From an optimization exercise on the open Yosys and OpenROAD flow, aimed at small area; shortcuts taken in it are not production practice.
RTL that was checked went through simulation tests only; none was proved equivalent to the original.
No functional check of the RTL was part of runs 1 to 3.
No activity file was given, so power comes from the tool's default toggle rates.

[design/flow/flow/run.sh]
#!/bin/bash
# Standard layout (the standard.sh) with these changes:
#  - buffers that synthesis (ABC) put on high-fanout nets are removed at
#    floorplan, and repair_design rebuffers those nets;
#  - every input and output port gets the smallest buffer, buf_1;
#  - clock tree: clkbuf_8 only, small sink clusters, no dummy loads.
export REMOVE_ABC_BUFFERS=1
export BUFFER_PORTS_ARGS="-buffer_cell sky130_fd_sc_hd__buf_1"
export CTS_ARGS="-sink_clustering_enable -repair_clock_nets -dont_use_dummy_load -buf_list sky130_fd_sc_hd__clkbuf_8 -sink_clustering_size 18 -sink_clustering_max_diameter 70"
bash standard.sh > standard.log 2>&1
[design/flow/standard.sh]
#!/bin/bash
# synth_recipe.tcl (not shown) runs the flow's synth.tcl, then flattens the netlist and writes it again
# the make line also repeats each setting of config.mk as NAME=value (left out here)
make -C /OpenROAD-flow-scripts/flow DESIGN_CONFIG=/design/flow/config.mk WORK_HOME=/design/flow/orfs CLKGATE_MAP_FILE= SYNTH_SCRIPT=/design/flow/synth_recipe.tcl "${@:-finish}"
[design/flow/config.mk]
export PLATFORM = sky130hd
export DESIGN_NAME = fetch_queue
export DESIGN_NICKNAME = fetch_queue
export VERILOG_FILES = /design/flow/design.v
export SDC_FILE = /design/flow/constraint.sdc
export NUM_CORES = 4
export LEC_CHECK = 0
export CAP_MARGIN = 0
export CORE_MARGIN = 2
export CORE_UTILIZATION = 40
export SLEW_MARGIN = 0
export SYNTH_HIERARCHICAL = 1
export SYNTH_MINIMUM_KEEP_SIZE = 0
[design/flow/constraint.sdc]
create_clock -name core_clock -period 5.0 [get_ports {CLK}]
set_input_delay 1.0000 -clock core_clock [delete_from_list [all_inputs] [get_ports {CLK}]]
set_output_delay 1.0000 -clock core_clock [all_outputs]
set_load 0.01 [all_outputs]
[design/flow/design.v]
package fetch_pkg;
  localparam int unsigned DEF_DATA_W  = 32;
  localparam int unsigned DEF_DEPTH   = 8;
  localparam int unsigned DEF_FETCH_W = 2;
  localparam int unsigned DEF_ISSUE_W = 2;
  localparam logic [DEF_DATA_W-1:0] NOP = '0;
endpackage
import fetch_pkg::*;
module fetch_queue_rotate
#(
  parameter int unsigned DATA_W = DEF_DATA_W
) (
  input  logic [3:0][2*DATA_W-1:0] i_bank0,
  input  logic [3:0][2*DATA_W-1:0] i_bank1,
  input  logic [2:0]               i_head,
  input  logic [3:0]               i_count,
  output logic [1:0]               o_valid,
  output logic [2*DATA_W-1:0]      o_instr,
  output logic [2*DATA_W-1:0]      o_pc
);
  localparam int unsigned W = 2 * DATA_W;
  logic [1:0] w_row0, w_row1;
  logic [3:0] w_sel0, w_sel1;
  assign w_row1 = i_head[2:1];
  assign w_row0 = i_head[2:1] + {1'b0, i_head[0]};
  always_comb begin
    for (int r = 0; r < 4; r++) begin
      w_sel0[r] = (w_row0 == 2'(r));
      w_sel1[r] = (w_row1 == 2'(r));
    end
  end
  logic [W-1:0] w_nb0, w_nb1, w_l0, w_l1;
  fetch_queue_rowsel #(.W(W)) u_rs0 (.i_d(i_bank0), .i_sel(w_sel0), .o_y(w_nb0));
  fetch_queue_rowsel #(.W(W)) u_rs1 (.i_d(i_bank1), .i_sel(w_sel1), .o_y(w_nb1));
  assign o_valid[0] = (i_count != 4'd0);
  assign o_valid[1] = (i_count > 4'd1);
  fetch_queue_lane #(.W(W)) u_l0 (.i_nb0(w_nb0), .i_nb1(w_nb1),
    .i_e(o_valid[0] & ~i_head[0]), .i_o(o_valid[0] & i_head[0]), .o_y(w_l0));
  fetch_queue_lane #(.W(W)) u_l1 (.i_nb0(w_nb0), .i_nb1(w_nb1),
    .i_e(o_valid[1] & i_head[0]), .i_o(o_valid[1] & ~i_head[0]), .o_y(w_l1));
  assign o_instr = {w_l1[DATA_W-1:0], w_l0[DATA_W-1:0]};
  assign o_pc    = {w_l1[W-1:DATA_W], w_l0[W-1:DATA_W]};
endmodule
module fetch_queue_rowsel
#(
  parameter int unsigned W = 64
) (
  input  logic [3:0][W-1:0] i_d,
  input  logic [3:0]        i_sel,
  output logic [W-1:0]      o_y
);
  always_comb begin
    o_y = '0;
    for (int r = 0; r < 4; r++) o_y = o_y | (i_d[r] & {W{i_sel[r]}});
  end
endmodule
module fetch_queue_lane
#(
  parameter int unsigned W = 64
) (
  input  logic [W-1:0] i_nb0,
  input  logic [W-1:0] i_nb1,
  input  logic         i_e,      
  input  logic         i_o,      
  output logic [W-1:0] o_y
);
  assign o_y = (~i_nb0 & {W{i_e}}) | (~i_nb1 & {W{i_o}});
endmodule
import fetch_pkg::*;
module fetch_queue
#(
  parameter int unsigned DATA_W  = DEF_DATA_W,
  parameter int unsigned DEPTH   = DEF_DEPTH,
  parameter int unsigned FETCH_W = DEF_FETCH_W,
  parameter int unsigned ISSUE_W = DEF_ISSUE_W
) (
  input  logic                      CLK,
  input  logic                      RESET,
  input  logic                      FREEZE,
  input  logic                      flush,
  input  logic [FETCH_W-1:0]        fq_in_valid,
  input  logic [FETCH_W*DATA_W-1:0] fq_in_instr,
  input  logic [FETCH_W*DATA_W-1:0] fq_in_pc,
  output logic                      fq_in_ready,
  output logic [ISSUE_W-1:0]        fq_out_valid,
  output logic [ISSUE_W*DATA_W-1:0] fq_out_instr,
  output logic [ISSUE_W*DATA_W-1:0] fq_out_pc,
  input  logic [$clog2(ISSUE_W + 1)-1:0] fq_out_take,
  output logic [$clog2(DEPTH + 1)-1:0]   fq_count
);
  localparam int unsigned W = 2 * DATA_W;    
  logic [3:0][W-1:0] r_bank0;    
  logic [3:0][W-1:0] r_bank1;    
  logic [2:0]        r_head;
  logic [2:0]        r_tail;
  logic [3:0]        r_count;
  logic              r_tail_even;   
  logic       w_ready;
  logic       w_push1, w_push2;    
  logic       w_pop1,  w_pop2;     
  logic [1:0] w_push_n, w_pop_n;
  assign w_ready  = RESET & ~FREEZE & ~flush & ~(r_count[3] | (&r_count[2:0]));
  assign w_push1  = w_ready & fq_in_valid[0];
  assign w_push2  = w_push1 & fq_in_valid[1];
  assign w_push_n = {w_push2, w_push1 & ~w_push2};
  assign w_pop2  = fq_out_take[1] & (r_count > 4'd1);
  assign w_pop1  = ~w_pop2 & (fq_out_take != 2'd0) & (r_count != 4'd0);
  assign w_pop_n = {w_pop2, w_pop1};
  always_ff @(posedge CLK or negedge RESET) begin
    if (!RESET) begin
      r_head  <= '0;
      r_tail  <= '0;
      r_count <= '0;
      r_tail_even <= 1'b1;
    end else if (flush) begin
      r_head  <= '0;
      r_tail  <= '0;
      r_count <= '0;
      r_tail_even <= 1'b1;
    end else if (!FREEZE) begin
      r_tail_even <= r_tail_even ^ w_push_n[0];
      r_head  <= r_head + {1'b0, w_pop_n};
      r_tail  <= r_tail + {1'b0, w_push_n};
      r_count <= r_count + {2'b0, w_push_n} - {2'b0, w_pop_n};
    end
  end
  logic [W-1:0] w_in0, w_in1, w_bus0, w_bus1;
  assign w_in0  = {fq_in_pc[DATA_W-1:0],      fq_in_instr[DATA_W-1:0]};
  assign w_in1  = {fq_in_pc[2*DATA_W-1:DATA_W], fq_in_instr[2*DATA_W-1:DATA_W]};
  logic w_t0, w_t1;    
  assign w_t0   = r_tail_even;
  assign w_t1   = r_tail[0];
  assign w_bus0 = ~((w_in0 & {W{w_t0}}) | (w_in1 & {W{w_t1}}));
  assign w_bus1 = ~((w_in1 & {W{w_t0}}) | (w_in0 & {W{w_t1}}));
  logic [2:0] w_tail1;
  logic [7:0] w_we;
  assign w_tail1 = r_tail + 3'd1;
  always_comb begin
    for (int p = 0; p < 8; p++)
      w_we[p] = (w_push1 & (r_tail == 3'(p))) | (w_push2 & (w_tail1 == 3'(p)));
  end
  logic [7:0]        w_hold;
  logic [3:0][W-1:0] w_d0, w_d1;
  assign w_hold = ~w_we;
  for (genvar r = 0; r < 4; r++) begin : g_row
    fetch_queue_load #(.W(W)) u_ld0 (.i_bus(w_bus0), .i_q(r_bank0[r]),
      .i_load(w_we[2*r]),   .i_hold(w_hold[2*r]),   .o_d(w_d0[r]));
    fetch_queue_load #(.W(W)) u_ld1 (.i_bus(w_bus1), .i_q(r_bank1[r]),
      .i_load(w_we[2*r+1]), .i_hold(w_hold[2*r+1]), .o_d(w_d1[r]));
  end
  always_ff @(posedge CLK) begin
    r_bank0 <= w_d0;
    r_bank1 <= w_d1;
  end
  fetch_queue_rotate #(
    .DATA_W  (DATA_W)
  ) u_rotate (
    .i_bank0 (r_bank0),
    .i_bank1 (r_bank1),
    .i_head  (r_head),
    .i_count (r_count),
    .o_valid (fq_out_valid),
    .o_instr (fq_out_instr),
    .o_pc    (fq_out_pc)
  );
  assign fq_in_ready = w_ready;
  assign fq_count    = r_count;
endmodule
module fetch_queue_load
#(
  parameter int unsigned W = 64
) (
  input  logic [W-1:0] i_bus,
  input  logic [W-1:0] i_q,
  input  logic         i_load,
  input  logic         i_hold,    
  output logic [W-1:0] o_d
);
  assign o_d = (i_bus & {W{i_load}}) | (i_q & {W{i_hold}});
endmodule
==> reports/results.ini, run 1 <==
[routing]
post_drt_wl_per_cell_um=25.5
drtPass1Iterations=6
viasPerCell=6.50
routed_wl_um=74000
vias=18900
drtIter0Drc=1857
drc=0
ant_nets=0

[cts]
clk_path_buf_depth=3
clk_latency_ns=0.64
holdBufCountCts=0
post_cts_resized=0
clk_pin_slew_ns=0.12
cts.sinks=523
cts_root_buffer=clkbuf_8
cts_setup_buffers=0
cts_max_level=2
cts_buffers=37
cts_tree=yes

[setup_path]
rr_endpoint=r_bank0[196]
cp.required_ns=4.00
crit_end=fq_out_pc[31]
r2r-start=r_tail[1]
criticalPathCategory=reg2out
regToRegSetupSlack_ns=1.76
arrival_ns=3.29
worst-r2r-cell-count=6
startpoint_type=flip-flop
cp_max_fo=19
crit_path_end_kind=output port
startpoint=r_head[1]

[pwr]
power.total_mw=12.2
ir_drop_mv=0.343
p_leak_nw=9.04
power_density_nw_per_um2=528

[placed_design]
place.gp.congestion=0.807
io_buffers=270
dp_hpwl_um=43800
dpl.cell_count=2865
placed_area_um2=22600

[grt]
grt_antenna_before_repair=0
grt_pass1_vias=17800
overflow=0
grt_pass1_wl_um=109000
grt.total_usage=0.245
grt_start_max_net_pins=106

[finish]
layout-drive-gt1-share=0.0696
postLayoutCoreUtil=0.420
final_nets=2306
final_cells=2902
final_area_um2=23100
area_growth_pct=3.83
diodes=0

[synth]
synth_area_um2=22300
ys_seq_area_frac=0.472
synthArstFlopShare=0.0210
syn_area_per_cell_um2=11.0
synth_ff_type=dfxtp_1
synth_seq_cells=523
synth_edf_count=0
syn_inst=2026
yosysUniqueCellTypes=43
ys_warn_count=9

[floorplanning]
die_x_um=240
core_region_area_um2=55100
rows=86
start_util=0.405
io-pin-count=271
dieArea_um2=57600
die_y_um=240

[timing]
fmax_ghz=0.233
fin_crit_ns=4.29
drv_slew=0
finalClockSkew_ns=0.0439
tightest_slew_ns=1.07
timing.final.hold_violations=0
fin_crit_sh=0.857
relSlewSlack=0.285
setup_viol=0
whs_ns=0.274
rsz0062_at_grt=false

[status]
status=complete, no violations

[run]
max_cap_viol_count=0

[hold_path]
hold_class=in2async

[critical path, stage by stage, from the launching register on]
cell and delay, ns:
dfrtp_1 0.50, ha_1 0.27, xnor2_1 0.30, and2_2 0.60, buf_4 0.42, a22oi_1 0.12
nand2_1 0.20, o22ai_1 0.11, buf_1 0.16
[kinds of logic (layout without fill, tap and decap cells)]
group                    count (synthesis)  after routing  share of synthesized area
AO/OA/AOI/OAI                         1047           1047                      0.375
multiplexers                             5              5                    0.00225
buffers and inverters                  247            375                      0.104
adder cells (fa/ha/maj)                 14             14                    0.00920
AND/OR/NAND/NOR                        187            187                     0.0361
flip-flops                             523            523                      0.472
XOR/XNOR                                 3              3                    0.00118
[sequential cells by signal, indices dropped and copies added, names as in the netlist]
signal and flops:
r_bank1 256, r_head 3, r_tail 3, r_count 4, r_bank0 256, r_tail_even 1
[worst min path at each step]
stage / startpoint / end / cells past startpoint
floorplan: r_bank0[100] / r_bank0[100] / 1
global placement: r_bank1[86] / r_bank1[86] / 1
detailed placement: r_bank0[99] / r_bank0[99] / 1
CTS: RESET / r_head[2] / 2
global route: RESET / r_head[2] / 2
finish: RESET / r_head[2] / 2
[Yosys cell counts (6+ instances only)]
library cell | count | area, um2
ha_1 | 10 | 125
o22ai_1 | 130 | 813
a22o_2 | 32 | 320
nand2b_1 | 6 | 37.5
a21oi_1 | 6 | 30.0
buf_6 | 181 | 2040
a22oi_1 | 384 | 2880
buf_2 | 22 | 110
and2_1 | 6 | 37.5
nand2_1 | 137 | 514
nor2_1 | 20 | 75.1
clkbuf_1 | 22 | 82.6
a22o_1 | 480 | 4200
inv_1 | 17 | 63.8
dfxtp_1 | 512 | 10200
dfrtp_1 | 10 | 250
[through the flow]
stage	TNS, ns	worst slack (ns)
5_1_grt	0	0.573
4_1_cts	0	0.714
6_report	0	0.713
3_5_place_dp	0	0.970
2_1_floorplan	-565.58	-2.33
3_3_place_gp	0	1.06
[metal layers]
layer / vias to the layer above / track usage / wire, um
met4: 0 / 0.0668 / 1480
met5: - / 0 / 0
met3: 88 / 0.0308 / 5080
met2: 838 / 0.399 / 34900
met1: 9686 / 0.342 / 32600
li1: 8255 / - / -
[cells in the final DEF, fill, tap and decap left out, types with 4 or more instances in the layout]
master    synthesis  layout
a21oi_1           6       5
a22o_1          480     480
a22o_2           32      32
a22oi_1         384     384
and2_2            0       4
buf_1             0     270
buf_12            0      10
buf_4             1      37
clkbuf_8          0      37
dfrtp_1          10       9
dfxtp_1         512     512
fa_1              4       4
ha_1             10      10
inv_1            17      17
inv_2             4       4
mux2i_1           5       5
nand2_1         137     136
nor2_1           20      14
nor2_4            0       6
o22ai_1         130     130
[layout make-up]
| cell class | instances | area, um2 |
|---|---|---|
| multi-input combinational | 1256 | 9600 |
| clock buffer | 37 | 509 |
| timing repair buffer | 317 | 1490 |
| inverter | 21 | 78.8 |
| sequential | 523 | 10500 |
| tap | 748 | 936 |
| fill | 5320 | 31900 |
[power by group]
group / internal, mW / switching, mW / total (mW)
logic: 1.84 / 3.39 / 5.23
registers: 4.68 / 0.322 / 5.00
clock network: 0.671 / 1.32 / 1.99
==> run 2: changes to the inputs <==
--- a/design/flow/flow/run.sh
+++ b/design/flow/flow/run.sh
@@ -7,4 +7,4 @@
 export REMOVE_ABC_BUFFERS=1
 export BUFFER_PORTS_ARGS="-buffer_cell sky130_fd_sc_hd__buf_1"
-export CTS_ARGS="-sink_clustering_enable -repair_clock_nets -dont_use_dummy_load -buf_list sky130_fd_sc_hd__clkbuf_8 -sink_clustering_size 18 -sink_clustering_max_diameter 70"
+export CTS_ARGS="-sink_clustering_enable -repair_clock_nets -dont_use_dummy_load -buf_list sky130_fd_sc_hd__clkbuf_8 -sink_clustering_size 16 -sink_clustering_max_diameter 50"
 bash standard.sh > standard.log 2>&1
==> reports/results.ini, run 2 <==
[floorplanning]
start_util=0.405
core_region_area_um2=55100
io-pin-count=271
die_x_um=240
die_y_um=240
dieArea_um2=57600
rows=86

[synth]
yosysUniqueCellTypes=43
synthTopCellsByArea=dfxtp_1 (46%), a22o_1 (19%), a22oi_1 (13%)
synthArstFlopShare=0.0210
synth_seq_cells=523
syn_inst=2026
ys_warn_count=9
synth_area_um2=22300
synth_top_area_cell=dfxtp_1
yosys-top-cells-count=dfxtp_1 (512), a22o_1 (480), a22oi_1 (384)
netlist.area_leader.share=0.460
synth_most_common_cell=dfxtp_1
synth_ff_type=dfxtp_1
ys_seq_area_frac=0.472
syn_area_per_cell_um2=11.0
synth_edf_count=0

[cts]
cts_root_buffer=clkbuf_8
cts_buffers=51
clk_pin_slew_ns=0.06
cts_setup_buffers=0
cts_max_level=2
cts.sinks=523
clk_latency_ns=0.66
cts_tree=yes
clk_path_buf_depth=3
post_cts_resized=0
holdBufCountCts=0

[finish]
final_cell_mix=dfxtp_1 (512), a22o_1 (480), a22oi_1 (384)
area_growth_pct=4.70
final_cells=2916
final_common_cell=dfxtp_1
top_regs=r_bank0 (256), r_bank1 (256), r_count (4)
layout-drive-gt1-share=0.0756
postLayoutCoreUtil=0.424
final_nets=2320
diodes=0

[routing]
vias=19000
drc=0
post_drt_wl_per_cell_um=25.4
ant_nets=0
routed_wl_um=74200
drtPass1Iterations=6
viasPerCell=6.50
drtIter0Drc=1775

[setup_path]
criticalPathCategory=reg2out
startpoint_type=flip-flop
cpMaxStageDelayCell=and2_2
path_cells=ha_1, xnor2_1, and2_2, buf_4, a22oi_1, nand2_1, o22ai_1, buf_1
critical_path.max_stage_delay_ns=0.60
cp_max_fo=19
cp.required_ns=4.00
critical_path_buf_inv_count=2
crit_path_end_kind=output port
arrival_ns=3.30
critical_path.top_delay_family=simple AND/OR/NAND/NOR gates

[timing]
fin_crit_sh=0.860
tightest_slew_ns=1.08
relSlewSlack=0.281
finalClockSkew_ns=0.0543
fmax_ghz=0.233
setup_viol=0
whs_ns=0.296
layout_setup_ws_ns=0.702
drv_slew=0
fin_crit_ns=4.30
timing.final.hold_violations=0
rsz0062_at_grt=false

[grt]
grt_pass1_wl_um=110000
grt.total_usage=0.246
overflow=0
grt_pass1_vias=18000
grt_antenna_before_repair=0
grt_start_max_net_pins=106

[placed_design]
dpl.cell_count=2865
dp_hpwl_um=43800
place.gp.congestion=0.807
pre_cts_slack_ns=0.970
io_buffers=270

[run]
max_cap_viol_count=0

[hold_path]
hold_class=in2async

[pwr]
ir_drop_mv=0.309
p_leak_nw=9.14
power.total_mw=12.5
power_density_nw_per_um2=537

[status]
status=complete, no violations

[run 2: routing by layer]
metal / wire (um) / GRT usage
met5: 0 / 0
met4: 1630 / 0.0762
met3: 5540 / 0.0299
met2: 34900 / 0.402
met1: 32100 / 0.340
[run 2: final cells by class]
class | count | area, um2
Sequential cell | 523 | 10500
Multi-Input combinational cell | 1256 | 9600
Clock buffer | 51 | 702
Inverter | 21 | 78.8
Fill cell | 5320 | 31800
Timing Repair Buffer | 317 | 1490
Tap cell | 748 | 936
[run 2: final timing paths]
path / startpoint / endpoint / slack [ns] / cells past startpoint
max: r_head[1] / fq_out_pc[31] / 0.70 / 8
min: RESET / r_count[0] / 0.30 / 2
max reg2reg: r_tail[1] / r_bank0[197] / 1.77 / 6
min reg2reg: r_bank1[72] / r_bank1[72] / 0.47 / 1
max in group asynchronous: RESET / r_tail_even / 4.47 / 2
min in group core_clock: r_bank1[72] / r_bank1[72] / 0.47 / 1
[run 2: cells by family (layout without fill, tap and decap cells)]
logic type,after synthesis,after routing,synth area share
xor+xnor,3,3,0.00118
mux,5,5,0.00225
fa+ha+maj,14,14,0.00920
simple gates,187,187,0.0361
flops,523,523,0.472
buf+inv,247,389,0.104
compound gates,1047,1047,0.375
[run 2: stage by stage]
stage / setup TNS (ns) / instance area (um2)
finish: 0 / 23300
CTS: 0 / 23300
global placement: 0 / 22600
global route: 0 / 23300
floorplan: -565.58 / 20100
detailed placement: 0 / 22600
[run 2: worst register-to-register path, stage by stage (launching register included)]
cell	delay (ns)
dfrtp_1	0.68
and2_1	0.28
ha_1	0.30
o32a_1	0.40
nand2b_2	0.62
buf_4	0.52
a22o_1	0.31
[run 2: power by group]
group	internal, mW	leakage (nW)	switching (mW)
clock	0.906	0.367	1.39
combinational	1.84	4.46	3.39
sequential	4.68	4.31	0.323
total	7.43	9.14	5.10
==> run 3: changes to the inputs <==
--- a/design/flow/flow/run.sh
+++ b/design/flow/flow/run.sh
@@ -7,4 +7,4 @@
 export REMOVE_ABC_BUFFERS=1
 export BUFFER_PORTS_ARGS="-buffer_cell sky130_fd_sc_hd__buf_1"
-export CTS_ARGS="-sink_clustering_enable -repair_clock_nets -dont_use_dummy_load -buf_list sky130_fd_sc_hd__clkbuf_8 -sink_clustering_size 16 -sink_clustering_max_diameter 50"
+export CTS_ARGS="-sink_clustering_enable -repair_clock_nets -dont_use_dummy_load -buf_list sky130_fd_sc_hd__clkbuf_16 -sink_clustering_size 30 -sink_clustering_max_diameter 60"
 bash standard.sh > standard.log 2>&1
==> reports/results.ini, run 3 <==
[setup_path]
critical_path_buf_inv_count=2
cpMaxStageDelayCell=and2_2
arrival_ns=3.25
cp_max_fo=19
rr_endpoint=r_bank0[245]
crit_path_end_kind=output port
critical_path.top_delay_family=simple AND/OR/NAND/NOR gates
path_cells=ha_1, xnor2_1, and2_2, buf_4, a22oi_1, nand2_1, o22ai_1, buf_1
startpoint_type=flip-flop
worst-r2r-cell-count=6
criticalPathCategory=reg2out
cp.required_ns=4.00
critical_path.max_stage_delay_ns=0.60
r2r-start=r_tail[1]
regToRegSetupSlack_ns=1.78

[floorplanning]
core_region_area_um2=55100
die_x_um=240
dieArea_um2=57600
io-pin-count=271
start_util=0.405
die_y_um=240
rows=86

[finish]
top_regs=r_bank0 (256), r_bank1 (256), r_count (4)
area_growth_pct=5.81
diodes=0
final_nets=2307
final_cell_mix=dfxtp_1 (512), a22o_1 (480), a22oi_1 (384)
final_common_cell=dfxtp_1
fillers=5281
final_area_um2=23600
layout-drive-gt1-share=0.0701

[routing]
viasPerCell=6.49
ant_nets=0
vias=18800
drc=0
drtPass1Iterations=5
routed_wl_um=73800
post_drt_wl_per_cell_um=25.4
drtIter0Drc=1758

[hold_path]
hold_class=in2async

[cts]
cts_setup_buffers=0
cts.sinks=523
cts_max_level=2
clk_path_buf_depth=3
cts_tree=yes
cts_root_buffer=clkbuf_16
holdBufCountCts=0
post_cts_resized=0
clk_pin_slew_ns=0.08
cts_buffers=38
clk_latency_ns=0.58

[timing]
fin_crit_sh=0.851
finalClockSkew_ns=0.0472
fin_crit_ns=4.25
timing.final.hold_violations=0
tightest_slew_ns=1.09
relSlewSlack=0.276
rsz0062_at_grt=false
drv_slew=0
setup_viol=0
fmax_ghz=0.235

[pwr]
switching_share=0.395
pwr-share-clk=0.212
power_density_nw_per_um2=551
internal_power_mw=7.87
power.total_mw=13.0
p_comb_frac=0.403
power.switching_mw=5.13
p_leak_nw=9.24
ir_drop_mv=0.340
pwr-share-seq=0.385

[synth]
synth_seq_cells=523
synthArstFlopShare=0.0210
ys_seq_area_frac=0.472
yosysUniqueCellTypes=43
synth_area_um2=22300
ys_warn_count=9
netlist.area_leader.share=0.460
yosys-top-cells-count=dfxtp_1 (512), a22o_1 (480), a22oi_1 (384)
synth_most_common_cell=dfxtp_1
synth_ff_type=dfxtp_1
synth_top_area_cell=dfxtp_1
synth_edf_count=0
syn_area_per_cell_um2=11.0
synthTopCellsByArea=dfxtp_1 (46%), a22o_1 (19%), a22oi_1 (13%)
syn_inst=2026

[placed_design]
placed_area_um2=22600
dp_hpwl_um=43800
place.gp.congestion=0.807
io_buffers=270

[grt]
grt_start_max_net_pins=106
grt.total_usage=0.246
grt_pass1_wl_um=109000
overflow=0
grt_antenna_before_repair=0
grt_pass1_vias=17800

[run]
max_cap_viol_count=0

[status]
status=complete, no violations

run 3: power groups by stage:
stage | clock (mW) | combinational, mW | sequential (mW)
after global placement | 0 | 5.12 | 5.05
after detailed placement | 0 | 5.19 | 5.07
after CTS | 2.82 | 5.21 | 4.99
final | 2.76 | 5.23 | 5.00
after floorplan | 0 | 3.10 | 5.00
after global routing | 2.96 | 5.62 | 5.06
run 3: worst max path at each step:
stage	depth (start not counted)	slack (ns)	start	to
floorplan	6	-2.33	r_tail[0]	r_bank1[128]
global placement	10	1.06	flush	r_count[3]
detailed placement	10	0.97	flush	r_count[3]
CTS	8	0.76	r_head[1]	fq_out_pc[31]
global route	8	0.62	r_head[1]	fq_out_pc[31]
finish	8	0.75	r_head[1]	fq_out_pc[31]
run 3: routing by layer:
metal / global-route usage / share of wire / vias to the layer above
li1: - / - / 8249
met1: 0.341 / 0.44 / 9586
met2: 0.399 / 0.47 / 910
met3: 0.0335 / 0.075 / 99
met4: 0.0700 / 0.023 / 0
met5: 0 / 0 / -
run 3: logic make-up (layout without fill, tap and decap cells):
kind of cell	Yosys count	in the layout	share of synthesized area
buffers and inverters	247	376	0.104
flip-flops	523	523	0.472
AO/OA/AOI/OAI	1047	1047	0.375
XOR/XNOR	3	3	0.00118
adder cells (fa/ha/maj)	14	14	0.00920
AND/OR/NAND/NOR	187	187	0.0361
multiplexers	5	5	0.00225
run 3: layout make-up:
type | count | area (um2) | area share
inverter | 21 | 78.8 | 0.00334
clock buffer | 38 | 951 | 0.0403
tap | 748 | 936 | 0.0397
sequential | 523 | 10500 | 0.447
timing repair buffer | 317 | 1490 | 0.0632
multi-input combinational | 1256 | 9600 | 0.407
run 3: per-stage QoR:
step	hold slack (ns)	instances	setup WS, ns	setup TNS (ns)	utilization
floorplan	0.440	1800	-2.33	-565.58	-
global placement	0.452	2865	1.06	0	0.411
detailed placement	0.453	2865	0.970	0	0.411
CTS	0.313	2903	0.756	0	0.428
global route	0.335	2903	0.623	0	0.428
finish	0.344	2903	0.745	0	0.428
==> run 4: changes to the inputs <==
--- a/design/flow/design.v
+++ b/design/flow/design.v
@@ -50,8 +50,28 @@
   output logic [W-1:0]      o_y
 );
-  always_comb begin
-    o_y = '0;
-    for (int r = 0; r < 4; r++) o_y = o_y | (i_d[r] & {W{i_sel[r]}});
-  end
+  logic [W-1:0] w_n012, w_n3;
+  fetch_queue_nor3sel #(.W(W)) u_n012 (.i_d(i_d[2:0]), .i_sel(i_sel[2:0]), .o_n(w_n012));
+  fetch_queue_nand    #(.W(W)) u_n3   (.i_a(i_d[3]), .i_b({W{i_sel[3]}}), .o_n(w_n3));
+  fetch_queue_nand    #(.W(W)) u_y    (.i_a(w_n012), .i_b(w_n3), .o_n(o_y));
+endmodule
+module fetch_queue_nor3sel
+#(
+  parameter int unsigned W = 64
+) (
+  input  logic [2:0][W-1:0] i_d,
+  input  logic [2:0]        i_sel,
+  output logic [W-1:0]      o_n
+);
+  assign o_n = ~((i_d[0] & {W{i_sel[0]}}) | (i_d[1] & {W{i_sel[1]}}) | (i_d[2] & {W{i_sel[2]}}));
+endmodule
+module fetch_queue_nand
+#(
+  parameter int unsigned W = 64
+) (
+  input  logic [W-1:0] i_a,
+  input  logic [W-1:0] i_b,
+  output logic [W-1:0] o_n
+);
+  assign o_n = ~(i_a & i_b);
 endmodule
 module fetch_queue_lane
@@ -93,7 +113,7 @@
   logic [3:0][W-1:0] r_bank1;    
   logic [2:0]        r_head;
-  logic [2:0]        r_tail;
   logic [3:0]        r_count;
-  logic              r_tail_even;   
+  logic              r_todd;     
+  logic              r_teven;    
   logic       w_ready;
   logic       w_push1, w_push2;    
@@ -110,33 +130,31 @@
     if (!RESET) begin
       r_head  <= '0;
-      r_tail  <= '0;
       r_count <= '0;
-      r_tail_even <= 1'b1;
+      r_todd  <= 1'b0;
+      r_teven <= 1'b1;
     end else if (flush) begin
       r_head  <= '0;
-      r_tail  <= '0;
       r_count <= '0;
-      r_tail_even <= 1'b1;
+      r_todd  <= 1'b0;
+      r_teven <= 1'b1;
     end else if (!FREEZE) begin
-      r_tail_even <= r_tail_even ^ w_push_n[0];
       r_head  <= r_head + {1'b0, w_pop_n};
-      r_tail  <= r_tail + {1'b0, w_push_n};
+      r_todd  <= r_todd  ^ w_push_n[0];
+      r_teven <= r_teven ^ w_push_n[0];
       r_count <= r_count + {2'b0, w_push_n} - {2'b0, w_pop_n};
     end
   end
+  logic [2:0] w_tail, w_tail1;
+  assign w_tail  = {r_head[2:1] + r_count[2:1] + {1'b0, r_head[0] & r_count[0]}, r_todd};
+  assign w_tail1 = w_tail + 3'd1;
   logic [W-1:0] w_in0, w_in1, w_bus0, w_bus1;
-  assign w_in0  = {fq_in_pc[DATA_W-1:0],      fq_in_instr[DATA_W-1:0]};
-  assign w_in1  = {fq_in_pc[2*DATA_W-1:DATA_W], fq_in_instr[2*DATA_W-1:DATA_W]};
-  logic w_t0, w_t1;    
-  assign w_t0   = r_tail_even;
-  assign w_t1   = r_tail[0];
-  assign w_bus0 = ~((w_in0 & {W{w_t0}}) | (w_in1 & {W{w_t1}}));
-  assign w_bus1 = ~((w_in1 & {W{w_t0}}) | (w_in0 & {W{w_t1}}));
-  logic [2:0] w_tail1;
+  assign w_in0 = {fq_in_pc[DATA_W-1:0],        fq_in_instr[DATA_W-1:0]};
+  assign w_in1 = {fq_in_pc[2*DATA_W-1:DATA_W], fq_in_instr[2*DATA_W-1:DATA_W]};
+  assign w_bus0 = ~((w_in0 & {W{r_teven}}) | (w_in1 & {W{r_todd}}));
+  assign w_bus1 = ~((w_in1 & {W{r_teven}}) | (w_in0 & {W{r_todd}}));
   logic [7:0] w_we;
-  assign w_tail1 = r_tail + 3'd1;
   always_comb begin
     for (int p = 0; p < 8; p++)
-      w_we[p] = (w_push1 & (r_tail == 3'(p))) | (w_push2 & (w_tail1 == 3'(p)));
+      w_we[p] = (w_push1 & (w_tail == 3'(p))) | (w_push2 & (w_tail1 == 3'(p)));
   end
   logic [7:0]        w_hold;
--- a/design/flow/flow/run.sh
+++ b/design/flow/flow/run.sh
@@ -7,4 +7,4 @@
 export REMOVE_ABC_BUFFERS=1
 export BUFFER_PORTS_ARGS="-buffer_cell sky130_fd_sc_hd__buf_1"
-export CTS_ARGS="-sink_clustering_enable -repair_clock_nets -dont_use_dummy_load -buf_list sky130_fd_sc_hd__clkbuf_16 -sink_clustering_size 30 -sink_clustering_max_diameter 60"
+export CTS_ARGS="-sink_clustering_enable -repair_clock_nets -dont_use_dummy_load -buf_list sky130_fd_sc_hd__clkbuf_8 -sink_clustering_size 16 -sink_clustering_max_diameter 60"
 bash standard.sh > standard.log 2>&1
--- a/design/flow/config.mk
+++ b/design/flow/config.mk
@@ -8,5 +8,5 @@
 export CAP_MARGIN = 0
 export CORE_MARGIN = 2
-export CORE_UTILIZATION = 40
+export CORE_UTILIZATION = 60
 export SLEW_MARGIN = 0
 export SYNTH_HIERARCHICAL = 1
==> reports/results.ini, run 4 <==
[routing]
drtPass1Iterations=10
vias=18700
drc=0
ant_nets=0
viasPerCell=7.18
drtIter0Drc=2642
post_drt_wl_per_cell_um=26.4
routed_wl_um=68900

[setup_path]
startpoint_type=flip-flop
crit_path_frequent_cell=nand2_1
crit_end=fq_out_pc[63]
r2r-start=r_head[0]
crit_path_end_kind=output port
critical_path.top_delay_family=simple AND/OR/NAND/NOR gates
startpoint=r_head[1]
critical_path_buf_inv_count=2
worst-r2r-cell-count=10
criticalPathCategory=reg2out
path_cells=ha_1, xor2_1, and2_2, buf_12, nand2_1, nand2_1, o22ai_1, buf_1
rr_endpoint=r_bank1[8]
arrival_ns=3.33
cp_max_fo=33
cpMaxStageDelayCell=and2_2
regToRegSetupSlack_ns=1.08
cp_num_cells=8
critical_path.max_stage_delay_ns=0.79
cp.required_ns=4.00

[synth]
synth_edf_count=0
synth_area_um2=21800
yosys-top-cells-count=dfxtp_1 (512), a22o_1 (480), nand2_1 (265)
synth_seq_cells=521
yosysUniqueCellTypes=45
ys_seq_area_frac=0.480
synth_ff_type=dfxtp_1
synth_top_area_cell=dfxtp_1
synthArstFlopShare=0.0173
ys_warn_count=8
netlist.area_leader.share=0.470
synthTopCellsByArea=dfxtp_1 (47%), a22o_1 (19%), buf_6 (8.0%)
synth_most_common_cell=dfxtp_1
syn_area_per_cell_um2=10.9
syn_inst=1998

[cts]
clk_pin_slew_ns=0.10
cts_setup_buffers=0
holdBufCountCts=0
cts_max_level=2
clk_latency_ns=0.60
post_cts_resized=0
cts_tree=yes
cts.sinks=521
cts_root_buffer=clkbuf_8
cts_buffers=40
clk_path_buf_depth=3

[status]
status=complete, no violations

[pwr]
pwr-share-clk=0.131
internal_power_mw=9.40
ir_drop_mv=0.336
power_density_nw_per_um2=688
pwr-share-seq=0.434
switching_share=0.394
power.switching_mw=6.12
p_comb_frac=0.435
p_leak_nw=9.23

[timing]
fmax_ghz=0.231
layout_setup_ws_ns=0.673
tightest_slew_ns=1.16
fin_crit_ns=4.33
fin_crit_sh=0.865
relSlewSlack=0.225
finalClockSkew_ns=0.0606
drv_slew=0
timing.final.hold_violations=0
setup-tns-final_ns=0
rsz0062_at_grt=false
setup_viol=0
whs_ns=0.356

[floorplanning]
die_x_um=195
dieArea_um2=37900
die_y_um=195
core_region_area_um2=35700
io-pin-count=271
start_util=0.612
rows=69

[finish]
fillers=3035
final_cells=2607
final_nets=2294
layout-drive-gt1-share=0.0733
regArea_um2=10500
final_cell_mix=dfxtp_1 (512), a22o_1 (480), buf_1 (270)
postLayoutCoreUtil=0.632
area_growth_pct=3.40
multi_input_area_um2=9390
top_regs=r_bank0 (256), r_bank1 (256), r_count (4)
final_common_cell=dfxtp_1

[grt]
grt_antenna_before_repair=3
grt_start_max_net_pins=101
grt_pass1_vias=17800
grt.total_usage=0.346
overflow=0
grt_pass1_wl_um=104000

[placed_design]
place.gp.congestion=0.836
dp_hpwl_um=40100
dpl.cell_count=2564
pre_cts_slack_ns=1.10
io_buffers=270

[run]
max_cap_viol_count=0

[hold_path]
hold_class=in2async

-- run 4: logic make-up (layout without fill, tap and decap cells) --
family | Yosys count | after routing | share of synthesized area
AOI/OAI and AO/OA | 916 | 916 | 0.353
DFF | 521 | 521 | 0.480
and+or+nand+nor | 312 | 312 | 0.0590
buffers and inverters | 227 | 372 | 0.0941
adders and majority gates | 13 | 13 | 0.00883
muxes | 5 | 5 | 0.00229
xor gates and xnor gates | 4 | 4 | 0.00235
other | 0 | 3 | 0
-- run 4: cell type report --
class | count | share of cell area
multi-input combinational | 1250 | 0.416
tap | 461 | 0.0256
timing repair buffer | 315 | 0.0655
clock buffer | 40 | 0.0244
antenna | 3 | 0.000333
inverter | 17 | 0.00294
sequential | 521 | 0.465
-- run 4: per-layer routing --
layer | vias to the layer above | track usage | routed length, um
li1 | 8215 | - | -
met5 | - | 0 | 13
met4 | 2 | 0.105 | 1510
met2 | 1143 | 0.547 | 31000
met3 | 116 | 0.0451 | 6790
met1 | 9234 | 0.495 | 29600
-- run 4: power groups by stage --
stage | logic [mW] | clock network (mW) | registers (mW)
floorplan | 4.41 | 0 | 6.54
global placement | 6.48 | 0 | 6.72
detailed placement | 6.62 | 0 | 6.75
CTS | 6.64 | 2.06 | 6.69
global route | 7.22 | 2.21 | 6.88
finish | 6.76 | 2.03 | 6.73
-- run 4: worst min path at each step --
| stage | start | endpoint | slack, ns | depth (start not counted) |
|---|---|---|---|---|
| global placement | r_bank1[60] | r_bank1[60] | 0.45 | 1 |
| floorplan | r_bank0[100] | r_bank0[100] | 0.44 | 1 |
| CTS | RESET | r_head[2] | 0.37 | 1 |
| finish | RESET | r_head[2] | 0.36 | 1 |
| global route | RESET | r_head[2] | 0.39 | 1 |
| detailed placement | r_bank1[120] | r_bank1[120] | 0.45 | 1 |
-- run 4: metrics by stage --
step	power, mW	area [um2]
detailed placement	13.4	22000
global route	16.3	22500
global placement	13.2	22000
finish	15.5	22600
floorplan	11.0	19800
CTS	15.4	22500
==> run 5: changes to the inputs <==
--- a/design/flow/flow/run.sh
+++ b/design/flow/flow/run.sh
@@ -7,4 +7,4 @@
 export REMOVE_ABC_BUFFERS=1
 export BUFFER_PORTS_ARGS="-buffer_cell sky130_fd_sc_hd__buf_1"
-export CTS_ARGS="-sink_clustering_enable -repair_clock_nets -dont_use_dummy_load -buf_list sky130_fd_sc_hd__clkbuf_8 -sink_clustering_size 16 -sink_clustering_max_diameter 60"
+export CTS_ARGS="-sink_clustering_enable -repair_clock_nets -dont_use_dummy_load -buf_list sky130_fd_sc_hd__clkbuf_16 -sink_clustering_size 30 -sink_clustering_max_diameter 100"
 bash standard.sh > standard.log 2>&1
--- a/design/flow/config.mk
+++ b/design/flow/config.mk
@@ -9,4 +9,6 @@
 export CORE_MARGIN = 2
 export CORE_UTILIZATION = 60
+export GPL_ROUTABILITY_DRIVEN = 0
+export GPL_TIMING_DRIVEN = 0
 export SLEW_MARGIN = 0
 export SYNTH_HIERARCHICAL = 1
==> reports/results.ini, run 5 <==
[cts]
post_cts_resized=0
cts_max_level=1
cts_setup_buffers=0
clk_path_buf_depth=3
holdBufCountCts=0
cts_root_buffer=clkbuf_16
cts_buffers=21
clk_latency_ns=0.55
cts.sinks=521
clk_pin_slew_ns=0.12
cts_tree=yes

[synth]
synthTopCellsByArea=dfxtp_1 (47%), a22o_1 (19%), buf_6 (8.0%)
synth_edf_count=0
syn_inst=1998
synth_ff_type=dfxtp_1
synth_most_common_cell=dfxtp_1
synth_area_um2=21800
yosysUniqueCellTypes=45
yosys-top-cells-count=dfxtp_1 (512), a22o_1 (480), nand2_1 (265)
ys_seq_area_frac=0.480
ys_warn_count=8
synth_top_area_cell=dfxtp_1
synth_seq_cells=521
syn_area_per_cell_um2=10.9
netlist.area_leader.share=0.470
synthArstFlopShare=0.0173

[finish]
final_area_um2=23000
layout-drive-gt1-share=0.0614
fillers=2959
final_nets=2267
final_common_cell=dfxtp_1
regArea_um2=10500
top_regs=r_bank0 (256), r_bank1 (256), r_count (4)
multi_input_area_um2=9450
postLayoutCoreUtil=0.644
final_cell_mix=dfxtp_1 (512), a22o_1 (480), buf_1 (270)
area_growth_pct=5.26

[timing]
fmax_ghz=0.230
fin_crit_sh=0.869
tightest_slew_ns=0.981
timing.final.hold_violations=0
setup_viol=0
rsz0062_at_grt=false
relSlewSlack=0.346
drv_slew=0
fin_crit_ns=4.35
finalClockSkew_ns=0.0495
setup-tns-final_ns=0

[hold_path]
hold_class=in2async

[setup_path]
r2r-start=r_head[0]
rr_endpoint=r_bank1[2]
arrival_ns=3.35
worst-r2r-cell-count=9
startpoint_type=flip-flop
cp.required_ns=4.00
regToRegSetupSlack_ns=1.11
criticalPathCategory=reg2out
cp_max_fo=31
crit_path_end_kind=output port

[floorplanning]
dieArea_um2=37900
die_y_um=195
die_x_um=195
core_region_area_um2=35700
rows=69
start_util=0.612
io-pin-count=271

[pwr]
p_leak_nw=9.38
power.total_mw=15.7
switching_share=0.394
internal_power_mw=9.52
p_comb_frac=0.444
power_density_nw_per_um2=684
power.switching_mw=6.19
pwr-share-seq=0.428
pwr-share-clk=0.128
ir_drop_mv=0.673

[routing]
routed_wl_um=69000
drtIter0Drc=2461
drtPass1Iterations=10
drc=0
ant_nets=0
vias=18700
viasPerCell=7.25
post_drt_wl_per_cell_um=26.7

[run]
max_cap_viol_count=0

[placed_design]
placed_area_um2=22400
io_buffers=270
dp_hpwl_um=39400

[status]
status=complete, no violations

[grt]
grt_pass1_wl_um=104000
grt_antenna_before_repair=5
grt_start_max_net_pins=91
grt_pass1_vias=18000
overflow=0
grt.total_usage=0.344

## run 5: cell count changes in the layout (fill, tap and decap cells not counted), sizes merged
cell / previous run / this run
buf: 315 / 307
clkbuf: 40 / 21
## run 5: layer usage
layer	vias to the layer above	track usage	routed length (um)
met5	-	0	46
met2	1144	0.543	31000
met3	143	0.0606	7070
li1	8180	-	-
met4	6	0.138	2230
met1	9234	0.471	28600
## run 5: cell families after synthesis
kind of cell             count (synthesis)  share of synthesized area
multiplexers                             5                    0.00229
buffers and inverters                  227                     0.0941
flip-flops                             521                      0.480
AO/OA/AOI/OAI                          916                      0.353
adder cells (fa/ha/maj)                 13                    0.00883
AND/OR/NAND/NOR                        312                     0.0590
XOR/XNOR                                 4                    0.00235
## run 5: power groups by stage
stage	clock network, mW	logic [mW]	registers, mW
6_report	2.01	6.97	6.73
3_3_place_gp	0	6.36	6.71
2_1_floorplan	0	4.41	6.54
4_1_cts	2.03	6.84	6.69
3_5_place_dp	0	6.81	6.75
5_1_grt	2.17	7.42	6.88
## run 5: critical path, stage by stage (launching register included)
cell and delay [ns]:
dfrtp_1 0.59, ha_1 0.29, xor2_1 0.33, nor2_4 0.12
buf_12 0.20, buf_12 0.19, a222oi_1 0.39, nand2_1 0.13
o22ai_1 0.32, buf_1 0.20
## run 5: final cells by class
type	instances	share of cell area
antenna	3	0.000327
clock buffer	21	0.0229
inverter	17	0.00322
multi-input combinational	1250	0.411
sequential	521	0.457
tap	461	0.0251
timing repair buffer	307	0.0803
## run 5: worst max-delay path by stage
stage,start,endpoint,slack [ns]
2_1_floorplan,r_todd,r_bank1[0],-2.62
3_3_place_gp,r_todd,r_bank1[2],-8.66
3_5_place_dp,RESET,r_count[3],1.01
4_1_cts,r_head[1],fq_out_instr[27],0.70
5_1_grt,r_head[1],fq_out_instr[27],0.55
6_report,r_head[1],fq_out_instr[3],0.65
## run 5: metrics by stage
stage	hold slack [ns]	setup WS, ns	instances
2_1_floorplan	0.439	-2.62	1788
3_3_place_gp	0.451	-8.66	2519
3_5_place_dp	0.452	1.01	2556
4_1_cts	0.413	0.699	2577
5_1_grt	0.449	0.552	2579
6_report	0.399	0.653	2580
==> run 6: changes to the inputs <==
--- a/design/flow/config.mk
+++ b/design/flow/config.mk
@@ -9,6 +9,4 @@
 export CORE_MARGIN = 2
 export CORE_UTILIZATION = 60
-export GPL_ROUTABILITY_DRIVEN = 0
-export GPL_TIMING_DRIVEN = 0
 export SLEW_MARGIN = 0
 export SYNTH_HIERARCHICAL = 1
==> reports/results.ini, run 6 <==
[synth]
ys_seq_area_frac=0.480
synth_top_area_cell=dfxtp_1
synth_most_common_cell=dfxtp_1
synth_area_um2=21800
yosysUniqueCellTypes=45
syn_area_per_cell_um2=10.9
synthTopCellsByArea=dfxtp_1 (47%), a22o_1 (19%), buf_6 (8.0%)
netlist.area_leader.share=0.470
synth_seq_cells=521
yosys-top-cells-count=dfxtp_1 (512), a22o_1 (480), nand2_1 (265)
synth_edf_count=0
ys_warn_count=8
synth_ff_type=dfxtp_1
synthArstFlopShare=0.0173
syn_inst=1998

[setup_path]
criticalPathCategory=reg2out
critical_path.max_stage_delay_ns=0.79
crit_path_end_kind=output port
crit_path_frequent_cell=nand2_1
regToRegSetupSlack_ns=1.06
arrival_ns=3.30
critical_path_buf_inv_count=2
critical_path.top_delay_family=simple AND/OR/NAND/NOR gates
cp_max_fo=33
cpMaxStageDelayCell=and2_2
r2r-start=r_head[0]
cp.required_ns=4.00
worst-r2r-cell-count=10
path_cells=ha_1, xor2_1, and2_2, buf_12, nand2_1, nand2_1, o22ai_1, buf_1
startpoint_type=flip-flop
rr_endpoint=r_bank1[2]

[routing]
drtIter0Drc=2692
drtPass1Iterations=10
routed_wl_um=68400
vias=18700
ant_nets=0
drc=0
viasPerCell=7.22
post_drt_wl_per_cell_um=26.4

[placed_design]
pre_cts_slack_ns=1.10
io_buffers=270
place.gp.congestion=0.836
dp_hpwl_um=40100

[run]
max_cap_viol_count=0

[pwr]
power_density_nw_per_um2=688
p_leak_nw=9.20
ir_drop_mv=0.356
power.total_mw=15.5

[finish]
regArea_um2=10500
fillers=3017
postLayoutCoreUtil=0.632
top_regs=r_bank0 (256), r_bank1 (256), r_count (4)
final_common_cell=dfxtp_1
final_cell_mix=dfxtp_1 (512), a22o_1 (480), buf_1 (270)
layout-drive-gt1-share=0.0650
final_nets=2275
multi_input_area_um2=9390
area_growth_pct=3.29

[floorplanning]
dieArea_um2=37900
io-pin-count=271
die_y_um=195
die_x_um=195
start_util=0.612
core_region_area_um2=35700
rows=69

[timing]
fin_crit_sh=0.860
finalClockSkew_ns=0.0407
tightest_slew_ns=1.17
relSlewSlack=0.217
whs_ns=0.380
timing.final.hold_violations=0
drv_slew=0
setup_viol=0
rsz0062_at_grt=false
fmax_ghz=0.233
fin_crit_ns=4.30
layout_setup_ws_ns=0.702

[status]
status=complete, no violations

[grt]
grt.total_usage=0.343
grt_pass1_vias=17700
grt_start_max_net_pins=101
grt_antenna_before_repair=4
overflow=0
grt_pass1_wl_um=104000

[cts]
clk_latency_ns=0.56
post_cts_resized=0
cts_setup_buffers=0
holdBufCountCts=0
cts.sinks=521
cts_buffers=21
cts_root_buffer=clkbuf_16
cts_tree=yes
clk_path_buf_depth=3
clk_pin_slew_ns=0.10
cts_max_level=1

[hold_path]
hold_class=in2async

-- run 6: cell counts after synthesis --
No cell type changed its count.
-- run 6: layer usage --
metal / wire, um / part of all wire / vias up / global-route usage
li1: - / - / 8183 / -
met3: 6180 / 0.090 / 94 / 0.0337
met4: 1610 / 0.024 / 2 / 0.101
met2: 30900 / 0.45 / 1085 / 0.549
met1: 29700 / 0.43 / 9321 / 0.492
met5: 13 / 0.00019 / - / 0
-- run 6: worst max path at each step --
stage	from	end	slack, ns	cells past startpoint
after floorplan	r_todd	r_bank1[0]	-2.62	7
after global placement	r_head[0]	r_bank1[0]	1.15	10
after detailed placement	r_head[0]	r_bank1[0]	1.10	10
after CTS	r_head[1]	fq_out_pc[63]	0.72	8
after global routing	r_head[1]	fq_out_pc[63]	0.53	8
final	r_head[1]	fq_out_pc[63]	0.70	8
-- run 6: cell families after synthesis --
family                     count (synthesis)  share of synthesized area
AOI/OAI and AO/OA                        916                      0.353
DFF                                      521                      0.480
and+or+nand+nor                          312                     0.0590
buffers and inverters                    227                     0.0941
adders and majority gates                 13                    0.00883
muxes                                      5                    0.00229
xor gates and xnor gates                   4                    0.00235
-- run 6: area by class of cell --
type                    count  share of cell area
diodes                      4            0.000444
clock buffers              21              0.0233
inverters                  17             0.00294
multi-input cells        1250               0.417
flip-flops and latches    521               0.465
well taps                 461              0.0256
repair buffers            315              0.0655
-- run 6: worst reg2reg max path: stages, from the launching register on --
cell	delay (ns)
dfrtp_1	0.46
and2_1	0.20
fa_1	0.73
nand2_1	0.15
inv_1	0.11
ha_1	0.24
or2b_1	0.27
or2_2	0.33
a211o_2	0.57
buf_4	0.44
a22o_2	0.33
-- run 6: through the flow --
step	setup TNS, ns	cell area, um2	std cells
floorplan	-553.55	19800	1788
global placement	0	22000	2564
detailed placement	0	22000	2564
CTS	0	22500	2585
global route	0	22500	2585
finish	0	22500	2589
-- run 6: report_power, final --
part / internal, mW / leakage (nW) / total, mW / switching [mW]
combinational: 2.88 / 4.62 / 6.76 / 3.88
sequential: 5.80 / 4.33 / 6.72 / 0.924
clock: 0.762 / 0.259 / 2.02 / 1.26
==> run 7: changes to the inputs <==
--- a/design/flow/flow/run.sh
+++ b/design/flow/flow/run.sh
@@ -7,4 +7,4 @@
 export REMOVE_ABC_BUFFERS=1
 export BUFFER_PORTS_ARGS="-buffer_cell sky130_fd_sc_hd__buf_1"
-export CTS_ARGS="-sink_clustering_enable -repair_clock_nets -dont_use_dummy_load -buf_list sky130_fd_sc_hd__clkbuf_16 -sink_clustering_size 30 -sink_clustering_max_diameter 100"
+export CTS_ARGS="-sink_clustering_enable -repair_clock_nets -dont_use_dummy_load -buf_list sky130_fd_sc_hd__clkbuf_8 -sink_clustering_size 18 -sink_clustering_max_diameter 80"
 bash standard.sh > standard.log 2>&1
==> reports/results.ini, run 7 <==
[floorplanning]
die_x_um=195
rows=69
die_y_um=195
dieArea_um2=37900
io-pin-count=271
core_region_area_um2=35700
start_util=0.612

[synth]
synth_seq_cells=521
syn_area_per_cell_um2=10.9
ys_warn_count=8
synth_most_common_cell=dfxtp_1
ys_seq_area_frac=0.480
synthArstFlopShare=0.0173
synthTopCellsByArea=dfxtp_1 (47%), a22o_1 (19%), buf_6 (8.0%)
yosys-top-cells-count=dfxtp_1 (512), a22o_1 (480), nand2_1 (265)
synth_top_area_cell=dfxtp_1
synth_edf_count=0
yosysUniqueCellTypes=45
synth_ff_type=dfxtp_1
netlist.area_leader.share=0.470
synth_area_um2=21800
syn_inst=1998

[timing]
relSlewSlack=0.223
fmax_ghz=0.227
tightest_slew_ns=1.17
setup-tns-final_ns=0
setup_viol=0
rsz0062_at_grt=false
finalClockSkew_ns=0.0796
fin_crit_sh=0.882
timing.final.hold_violations=0
drv_slew=0
fin_crit_ns=4.41

[cts]
holdBufCountCts=0
clk_pin_slew_ns=0.11
post_cts_resized=0
cts.sinks=521
cts_root_buffer=clkbuf_8
cts_max_level=2
cts_buffers=35
clk_latency_ns=0.62
clk_path_buf_depth=3
cts_tree=yes
cts_setup_buffers=0

[setup_path]
critical_path.max_stage_delay_ns=0.79
startpoint_type=flip-flop
path_cells=ha_1, xor2_1, and2_2, buf_12, nand2_1, nand2_1, o22ai_1, buf_1
cp_max_fo=33
critical_path.top_delay_family=simple AND/OR/NAND/NOR gates
cp.required_ns=4.00
cpMaxStageDelayCell=and2_2
critical_path_buf_inv_count=2
criticalPathCategory=reg2out
crit_path_frequent_cell=nand2_1
crit_path_end_kind=output port
arrival_ns=3.41

[pwr]
p_comb_frac=0.439
switching_share=0.396
pwr-share-seq=0.436
power.switching_mw=6.12
internal_power_mw=9.32
p_leak_nw=9.20
ir_drop_mv=0.371
pwr-share-clk=0.125
power_density_nw_per_um2=686

[routing]
post_drt_wl_per_cell_um=26.6
drc=0
drtPass1Iterations=9
ant_nets=0
routed_wl_um=69100
vias=18700
drtIter0Drc=2656
viasPerCell=7.19

[grt]
grt_start_max_net_pins=101
grt.total_usage=0.347
overflow=0
grt_antenna_before_repair=4
grt_pass1_vias=17700
grt_pass1_wl_um=104000

[finish]
final_cells=2603
final_common_cell=dfxtp_1
fillers=3018
postLayoutCoreUtil=0.631
final_nets=2289
layout-drive-gt1-share=0.0711
final_area_um2=22500
top_regs=r_bank0 (256), r_bank1 (256), r_count (4)
final_cell_mix=dfxtp_1 (512), a22o_1 (480), buf_1 (270)
area_growth_pct=3.09
multi_input_area_um2=9390
regArea_um2=10500

[placed_design]
dpl.cell_count=2564
io_buffers=270
placed_area_um2=22000
dp_hpwl_um=40100
place.gp.congestion=0.836

[hold_path]
hold_class=in2async

[run]
max_cap_viol_count=0

[status]
status=complete, no violations

-- run 7: cell counts after synthesis --
Identical to the previous run, type by type.
-- run 7: final cells by class --
class                           instances  share of cell area
Timing Repair Buffer                  315              0.0657
Sequential cell                       521               0.466
Antenna cell                            4            0.000445
Inverter                               17             0.00295
Multi-Input combinational cell       1250               0.418
Clock buffer                           35              0.0214
Tap cell                              461              0.0257
-- run 7: path summary, 6_finish.rpt --
check	start	end	slack (ns)	cells after the start
min reg2reg	r_bank1[243]	r_bank1[243]	0.48	1
min in group core_clock	r_bank1[243]	r_bank1[243]	0.48	1
max in group asynchronous	RESET	r_teven	4.23	1
min	RESET	r_count[3]	0.31	1
max reg2reg	r_head[0]	r_bank1[2]	1.08	10
max	r_head[1]	fq_out_pc[63]	0.59	8
-- run 7: logic make-up after synthesis --
kind of cell               synth area share
buffers and inverters                0.0941
xor gates and xnor gates            0.00235
adders and majority gates           0.00883
muxes                               0.00229
DFF                                   0.480
and+or+nand+nor                      0.0590
AOI/OAI and AO/OA                     0.353
-- run 7: per-stage QoR --
step | hold slack (ns) | power (mW) | setup slack (ns)
6_report | 0.311 | 15.4 | 0.590
5_1_grt | 0.338 | 16.2 | 0.402
4_1_cts | 0.312 | 15.3 | 0.588
3_5_place_dp | 0.452 | 13.4 | 1.10
3_3_place_gp | 0.451 | 13.2 | 1.15
2_1_floorplan | 0.439 | 11.0 | -2.62
-- run 7: per-layer routing --
layer / track usage / share of wire / routed length, um / vias up
met4: 0.103 / 0.022 / 1490 / 2
met1: 0.493 / 0.43 / 29800 / 9264
met3: 0.0519 / 0.098 / 6750 / 96
li1: - / - / - / 8211
met5: 0 / 0.00019 / 13 / -
met2: 0.547 / 0.45 / 31100 / 1134
-- run 7: power groups by stage --
stage / clock, mW / combinational [mW] / sequential, mW
6_report: 1.94 / 6.77 / 6.73
5_1_grt: 2.09 / 7.23 / 6.88
4_1_cts: 1.95 / 6.64 / 6.68
3_5_place_dp: 0 / 6.62 / 6.75
3_3_place_gp: 0 / 6.48 / 6.72
2_1_floorplan: 0 / 4.41 / 6.54
==> run 8: changes to the inputs <==
--- a/design/flow/flow/run.sh
+++ b/design/flow/flow/run.sh
@@ -7,4 +7,4 @@
 export REMOVE_ABC_BUFFERS=1
 export BUFFER_PORTS_ARGS="-buffer_cell sky130_fd_sc_hd__buf_1"
-export CTS_ARGS="-sink_clustering_enable -repair_clock_nets -dont_use_dummy_load -buf_list sky130_fd_sc_hd__clkbuf_8 -sink_clustering_size 18 -sink_clustering_max_diameter 80"
+export CTS_ARGS="-sink_clustering_enable -repair_clock_nets -dont_use_dummy_load -buf_list sky130_fd_sc_hd__clkbuf_8 -sink_clustering_size 16 -sink_clustering_max_diameter 70"
 bash standard.sh > standard.log 2>&1
--- a/design/flow/config.mk
+++ b/design/flow/config.mk
@@ -8,5 +8,5 @@
 export CAP_MARGIN = 0
 export CORE_MARGIN = 2
-export CORE_UTILIZATION = 60
+export CORE_UTILIZATION = 75
 export SLEW_MARGIN = 0
 export SYNTH_HIERARCHICAL = 1
==> reports/results.ini, run 8 <==
[run]
max_cap_viol_count=0

[grt]
grt_antenna_before_repair=2
overflow=0
grt_pass1_vias=18700
grt_start_max_net_pins=91
grt.total_usage=0.405
grt_pass1_wl_um=100000

[floorplanning]
core_region_area_um2=28700
start_util=0.760
io-pin-count=271
dieArea_um2=30500
rows=62
die_y_um=175
die_x_um=175

[cts]
cts_root_buffer=clkbuf_8
cts_tree=yes
clk_path_buf_depth=3
holdBufCountCts=0
cts_setup_buffers=0
clk_latency_ns=0.59
cts.sinks=521
cts_buffers=38
post_cts_resized=0
clk_pin_slew_ns=0.10
cts_max_level=2

[synth]
synth_most_common_cell=dfxtp_1
syn_area_per_cell_um2=10.9
ys_seq_area_frac=0.480
ys_warn_count=8
synthArstFlopShare=0.0173
synth_area_um2=21800
yosys-top-cells-count=dfxtp_1 (512), a22o_1 (480), nand2_1 (265)
netlist.area_leader.share=0.470
yosysUniqueCellTypes=45
synth_ff_type=dfxtp_1
synth_top_area_cell=dfxtp_1
synth_edf_count=0
synthTopCellsByArea=dfxtp_1 (47%), a22o_1 (19%), buf_6 (8.0%)
syn_inst=1998
synth_seq_cells=521

[timing]
setup_viol=0
drv_slew=0
fin_crit_ns=4.39
fin_crit_sh=0.879
fmax_ghz=0.228
timing.final.hold_violations=0
finalClockSkew_ns=0.0446
tightest_slew_ns=1.01
whs_ns=0.318
rsz0062_at_grt=false
relSlewSlack=0.330
setup-tns-final_ns=0

[finish]
top_regs=r_bank0 (256), r_bank1 (256), r_count (4)
final_nets=2287
layout-drive-gt1-share=0.0702
final_cell_mix=dfxtp_1 (512), a22o_1 (480), buf_1 (270)
final_common_cell=dfxtp_1
area_growth_pct=2.52
postLayoutCoreUtil=0.779
final_cells=2521
fillers=1985

[setup_path]
criticalPathCategory=reg2out
cp.required_ns=4.00
cp_max_fo=40
crit_path_end_kind=output port
startpoint_type=flip-flop
arrival_ns=3.39

[placed_design]
place.gp.congestion=0.840
io_buffers=270
dpl.cell_count=2482
dp_hpwl_um=37400

[hold_path]
hold_class=in2async

[status]
status=complete, no violations

[pwr]
ir_drop_mv=0.485
p_leak_nw=9.18
power_density_nw_per_um2=688

[routing]
drtPass1Iterations=8
ant_nets=0
drc=0
post_drt_wl_per_cell_um=25.6
viasPerCell=7.61
routed_wl_um=64400
drtIter0Drc=3189
vias=19200

[run 8: cell counts after synthesis]
Identical to the previous run, type by type.
[run 8: layout make-up]
class	count	area, um2	share of cell area
Inverter	17	66.3	0.00297
Antenna cell	1	2.50	0.000112
Sequential cell	521	10500	0.469
Tap cell	384	480	0.0215
Clock buffer	38	523	0.0234
Timing Repair Buffer	310	1410	0.0632
Multi-Input combinational cell	1250	9390	0.420
[run 8: path summary, 6_finish.rpt]
path / cells after the start / to / from / slack [ns]
setup / recovery: 8 / fq_out_instr[5] / r_head[1] / 0.61
hold / removal: 2 / r_head[1] / RESET / 0.32
setup reg to reg: 10 / r_bank0[22] / r_head[0] / 1.15
hold reg to reg: 1 / r_bank1[234] / r_bank1[234] / 0.48
max in group asynchronous: 2 / r_teven / RESET / 4.43
min in group core_clock: 1 / r_bank1[234] / r_bank1[234] / 0.48
[run 8: cell families (layout without fill, tap and decap cells)]
family,Yosys count,count (layout),synth area share
xor+xnor,4,4,0.00235
compound gates,916,916,0.353
flops,521,521,0.480
other cells,0,1,0
fa+ha+maj,13,13,0.00883
simple gates,312,312,0.0590
buf+inv,227,365,0.0941
mux,5,5,0.00229
[run 8: where the power goes]
part           switching (mW)  internal (mW)  total [mW]
Combinational            3.81           2.85        6.66
Sequential              0.974           5.80        6.78
Clock                    1.26          0.688        1.95
Total                    6.05           9.34        15.4
[run 8: worst max-delay path: stages, from the launching register on]
cell and delay (ns):
dfrtp_1 0.53, ha_1 0.29, xnor2_1 0.29, and2_2 0.73, buf_12 0.33, a222oi_1 0.15, nand2_1 0.19, o22ai_1 0.11
buf_1 0.18
[run 8: per-layer routing]
layer	up-vias	share of wire	track usage
met5	-	0.00022	0
met4	2	0.028	0.157
met3	169	0.12	0.0711
met2	1549	0.46	0.659
met1	9250	0.39	0.540
li1	8206	-	-
[run 8: stage by stage]
step                instance area, um2  worst slack [ns]  power (mW)
finish                           22400             0.606        15.4
global route                     22400             0.490        16.1
detailed placement               21800              1.18        13.2
CTS                              22400             0.679        15.2
global placement                 21800              1.33        13.0
floorplan                        19800             -2.62        11.0

re-timing with driven ports:
How much do the figures lean on ideal ports? The routed layouts below were timed once more, with nothing changed but the port constraints. Step 1 assumes that a clkbuf_16 drives the clock port and a buf_2 every other input. Step 2 also shifts input and output timing later by t, the mid clock arrival at the registers, as if the neighbouring blocks saw the same clock. a / b / c = no drivers / after step 1 / after step 2; a / b = the first two.
| run | t (ns) | slack for setup (ns) | worst hold slack (ns) | worst data-port slew with drivers (ns) |
|---|---|---|---|---|
| run 1 | 0.658 | 0.713 / 0.654 / 1.013 | 0.274 / 0.238 / 0.473 | 0.05 |
| run 2 | 0.690 | 0.702 / 0.645 / 0.982 | 0.296 / 0.261 / 0.469 | 0.05 |
| run 3 | 0.611 | 0.745 / 0.684 / 0.966 | 0.344 / 0.304 / 0.472 | 0.05 |
| run 4 | 0.629 | 0.673 / 0.617 / 1.079 | 0.356 / 0.323 / 0.477 | 0.10 |
| run 5 | 0.587 | 0.653 / 0.596 / 1.088 | 0.399 / 0.368 / 0.476 | 0.10 |
| run 6 | 0.597 | 0.702 / 0.643 / 1.063 | 0.380 / 0.345 / 0.474 | 0.12 |
| run 7 | 0.639 | 0.590 / 0.536 / 1.081 | 0.311 / 0.278 / 0.482 | 0.12 |
| run 8 | 0.625 | 0.606 / 0.551 / 1.139 | 0.318 / 0.287 / 0.476 | 0.09 |
After both steps every run listed still meets setup and hold.
